What follows belongs to an exercise in optimizing a design on an open flow for small area and a short achievable clock period; a production flow would make more cautious choices. Where RTL was checked, it was by simulation tests only, not by an equivalence proof against the original. No activity file was given, so power comes from the tool's default toggle rates.

Design mfb_frame_gen_top, start of the top module:
module mfb_frame_gen_top (
    input  logic          CLK,
    input  logic          RESET,
    input  logic          START,
    input  logic [31:0]   FRAMES,
    input  logic [15:0]   LEN_MIN,
    input  logic [15:0]   LEN_MAX,
    output logic          BUSY,
    output logic          DONE,
    output logic [31:0]   SENT_CNT,
    output logic [1023:0] TX_DATA,
    output logic [5:0]    TX_SOF_POS,
    output logic [11:0]   TX_EOF_POS,
    output logic [1:0]    TX_SOF,
    output logic [1:0]    TX_EOF,
    output logic          TX_SRC_RDY,
    input  logic          TX_DST_RDY
);
==> flow/config.mk <==
export PLATFORM = sky130hd
export DESIGN_NAME = mfb_frame_gen_top
export DESIGN_NICKNAME = mfb_frame_gen_top
export VERILOG_FILES = /design/flow/design.v
export SDC_FILE = /design/flow/constraint.sdc
export NUM_CORES = 4
export LEC_CHECK = 0
export ABC_CLOCK_PERIOD_IN_PS = 3000
export CAP_MARGIN = 20
export CORE_AREA = 4 4 326 326
export DIE_AREA = 0 0 330 330
export SLEW_MARGIN = 20
==> flow/constraint.sdc <==
create_clock -name core_clock -period 12.0 [get_ports {CLK}]
set_input_delay 2.4000 -clock core_clock [delete_from_list [all_inputs] [get_ports {CLK}]]
set_output_delay 2.4000 -clock core_clock [all_outputs]
set_load 0.01 [all_outputs]
standard.sh (not shown) runs the stock make flow with config.mk's settings and CLKGATE_MAP_FILE= SYNTH_SCRIPT=/design/flow/synth_recipe.tcl, a recipe that flattens the netlist after the stock synthesis.
==> flow/flow/run.sh <==
#!/bin/bash
# The standard ORFS layout (standard.sh, with the standard synthesis), with
#  - the smallest buffer on the ports,
#  - the TX_DATA pins that one register or gate drives placed side by side
#    (place_pins -group_pins), so that those nets stay short, and
set -euo pipefail

# Item i of region r is TX_DATA[(r*64+i)*8 +: 8]. Bit b < 3 of an item comes
# from a register (or its complement) shared by the items with the same
# i mod 2^b; bit 3 is shared by the items with the same i mod 16 (as i/8 mod
# 2, i mod 8) and bit 4 by those with the same i mod 32; only the groups for bits 0-2 are made here.
groups=""
group() {  # $1: bit, $2: modulus; one group per residue
    local r=$3 b=$1 n=$2 g i k list
    for ((g = 0; g < n; g++)); do
        list=""
        k=0
        for ((i = g; i < 64; i += n)); do
            list+=" TX_DATA[$(( (r * 64 + i) * 8 + b ))]"
            # at most 16 pins a group, which place_pins can always fit
            if (( ++k == 16 )); then
                groups+=" -group_pins {${list# }}"
                list=""
                k=0
            fi
        done
        if [[ -n $list ]]; then groups+=" -group_pins {${list# }}"; fi
    done
}
for r in 0 1; do
    group 0 1 $r
    group 1 2 $r
    group 2 4 $r
    :
    :
done

bash standard.sh \
  "BUFFER_PORTS_ARGS=-buffer_cell sky130_fd_sc_hd__buf_1" \
  "PLACE_PINS_ARGS=${groups# }" \
  SETUP_SLACK_MARGIN=7.3 \
  finish > make.log 2>&1
Rerun with:
--- a/flow/design.v
+++ b/flow/design.v
@@ -94,24 +94,25 @@
     input  logic          TX_DST_RDY
 );
     logic        busy_q, done_q;
     logic        idle;
     assign idle = !busy_q && !done_q;
     logic [15:0] lm1_q;      
     logic [15:0] lx1;        
     logic [15:0] d_q;        
     logic [15:0] ws_q;       
     logic        le64_q;     
     logic        le128_q;    
     logic [31:0] left_q;     
+    logic [1:0]  lag_q;      
     logic [7:0]  fidx_q;     
     logic        in_q;       
     logic [9:0]  rr_q;       
     logic        bias_q;     
     logic [5:0]  ep_q;       
     logic [1:0]  o_q;        
     logic        last_q;     
     logic xfer, load, load_adv, adv_any;
     assign xfer = TX_SRC_RDY && TX_DST_RDY;
     assign load = busy_q && !last_q && (!TX_SRC_RDY || TX_DST_RDY);
     assign load_adv = busy_q && !last_q && adv_any && (!TX_SRC_RDY || TX_DST_RDY);
     logic [15:0] v0, v1, v2;
@@ -153,50 +154,51 @@
     logic lm1_hi6, lm1_hi7;
     assign lm1_hi6 = lm1_q[15:6] == 10'd0;
     assign lm1_hi7 = lm1_q[15:7] == 9'd0;
     logic [6:0] s0lo, s1lo;
     assign s0lo = {1'b0, lm1_q[5:0]} + {1'b0, x0[5:0]};
     assign s1lo = {1'b0, lm1_q[5:0]} + {1'b0, x1[5:0]};
     logic [7:0] s0lo7;
     assign s0lo7 = {1'b0, lm1_q[6:0]} + {1'b0, x0[6:0]};
     logic one0, one1, two0;
     assign one0 = sat0 ? le64_q  : (lm1_hi6 && x0[15:6] == 10'd0 && !s0lo[6]);
     assign one1 = sat1 ? le64_q  : (lm1_hi6 && x1[15:6] == 10'd0 && !s1lo[6]);
     assign two0 = sat0 ? le128_q : (lm1_hi7 && x0[15:7] == 9'd0 && !s0lo7[7]);
-    logic        left_hi0, left_nz, left_ge2, left_eq1, left_eq2;
-    assign left_hi0 = left_q[31:2] == 30'd0;
-    assign left_ge2 = !left_hi0 || left_q[1];
-    assign left_nz  = left_ge2 || left_q[0];
-    assign left_eq1 = left_hi0 && !left_q[1] && left_q[0];
-    assign left_eq2 = left_hi0 && left_q[1] && !left_q[0];
+    logic        left_small, left_nz, left_ge2, left_eq1, left_eq2;
+    logic [2:0]  left_lo;
+    assign left_small = left_q[31:3] == 29'd0;
+    assign left_lo    = left_q[2:0];
+    assign left_nz    = !left_small || left_lo > {1'b0, lag_q};
+    assign left_ge2   = !left_small || left_lo >= {1'b0, lag_q} + 3'd2;
+    assign left_eq1   = left_small && left_lo == {1'b0, lag_q} + 3'd1;
+    assign left_eq2   = left_small && left_lo == {1'b0, lag_q} + 3'd2;
     logic [30:0] left_dec;
     logic [31:0] left_m1, left_m2;
     assign left_dec = left_q[31:1] - 31'd1;
     assign left_m1  = left_q[0] ? {left_q[31:1], 1'b0} : {left_dec, 1'b1};
     assign left_m2  = {left_dec, left_q[0]};
     logic        c_eof0, c_eof1;
     assign c_eof0 = bias_q ? (rr_q == 10'd1) : (rr_q == 10'd2);
     assign c_eof1 = bias_q ? (rr_q == 10'd2) : (rr_q == 10'd3);
     assign adv_any = !in_q || (c_eof0 && left_nz);
     logic        sof0, sof1, eof0, eof1;
     logic [5:0]  ep0, ep1;
     logic [7:0]  b0, b1;
     logic        in_n;
     logic [9:0]  rr_n;
     logic        bias_n;
     logic [5:0]  ep_n;
     logic [1:0]  o_n;
     logic [7:0]  fidx_n;
     logic        last_n;
-    logic [31:0] left_n;
     logic [7:0]  fidx_p1, fidx_p2;
     logic [6:0] fidx_inc;
     assign fidx_inc = fidx_q[7:1] + 7'd1;
     assign fidx_p1  = fidx_q[0] ? {fidx_inc, 1'b0} : {fidx_q[7:1], 1'b1};
     assign fidx_p2  = {fidx_inc, fidx_q[0]};
     always_comb begin
         sof0 = !in_q;
         if (in_q) begin
             eof0 = c_eof0;
             ep0  = ep_q;
             b0   = {fidx_q[7:6] + o_q, fidx_q[5:0]};
         end else begin
@@ -231,25 +233,24 @@
             if (sof1) begin
                 eof1 = in_q ? one0 : one1;
                 if (!eof1) begin
                     in_n   = 1'b1;
                     fidx_n = fidx_p1;
                 end else begin
                     fidx_n = fidx_p2;
                 end
             end
         end
         adv1   = sof0 ^ sof1;
         adv2   = sof0 & sof1;
-        left_n = adv2 ? left_m2 : left_m1;
         if (adv2)      last_n = !in_n && left_eq2;
         else if (adv1) last_n = !in_n && left_eq1;
         else           last_n = !in_n && !left_nz;
     end
     always_ff @(posedge CLK) begin
         if (RESET) begin
             busy_q <= 1'b0;
             done_q <= 1'b0;
         end else if (idle) begin
             busy_q <= START && (FRAMES != 32'd0);
             done_q <= START && (FRAMES == 32'd0);
         end else if (done_q) begin
@@ -279,29 +280,32 @@
     logic [15:0] diff;
     logic        span;
     assign diff = LEN_MAX - LEN_MIN;
     assign span = LEN_MIN < LEN_MAX;
     always_ff @(posedge CLK) begin
         if (idle) begin
             lm1_q   <= LEN_MIN - 16'd1;
             d_q     <= span ? diff : 16'd0;
             ws_q    <= span ? smear4(diff) : 16'd0;
             le64_q  <= LEN_MAX <= 16'd64;
             le128_q <= LEN_MAX <= 16'd128;
             left_q  <= FRAMES;
+            lag_q   <= 2'd0;
             fidx_q  <= 8'd0;
             in_q    <= 1'b0;
             last_q  <= 1'b0;
         end else begin
-            if (load_adv) left_q <= left_n;
+            if (lag_q == 2'd2)      left_q <= left_m2;
+            else if (lag_q == 2'd1) left_q <= left_m1;
+            lag_q <= load ? {adv2, adv1} : 2'd0;
             if (load) begin
                 fidx_q <= fidx_n;
                 in_q   <= in_n;
                 last_q <= last_n;
                 rr_q   <= rr_n;
                 bias_q <= bias_n;
                 ep_q   <= ep_n;
                 o_q    <= o_n;
             end
         end
     end
     always_ff @(posedge CLK) begin
What happened:
- cell area barely changes
- via count is higher by 3.2%
- clock-buffer cell count falls by 7
- synthesized area went up by 1.6%
- utilization stays flat
- register-to-register slack gets better by 0.09 ns
- wire length increases by 10%
- worst hold slack barely changes
- combinational power hardly moves
- setup slack loses 0.030 ns
- clock power went down by 20%
- fmax came out lower by 0.64%
- critical path depth decreases by 1
- clock skew climbs by 0.0075 ns
No functional check of the RTL was part of the first run of this note.

re-timing with driven ports:
How much do the figures lean on ideal ports? The routed layouts below were timed once more, with nothing changed but the port constraints. Step 1, drivers: a clkbuf_16 drives CLK and a buf_2 each remaining input, both assumed. Step 2 moves the port delays by t, midway between the first and last clock arrival at a register: inputs arrive t later, outputs are due t later. That takes back most of the time a late clock gives input paths. a / b / c = ideal ports / drivers / drivers and shift; a / b = the first two.
run | t, ns | setup slack, ns | worst slew at a driven data input, ns
the first run | 0.615 | 7.283 / 7.217 / 6.824 | 0.13
the second run | 0.641 | 7.252 / 7.193 / 6.854 | 0.10
After both steps every run listed still meets setup and hold. For the first run, which loses most, drivers alone change the setup slack by -0.066 ns; drivers and shift together by -0.459 ns.
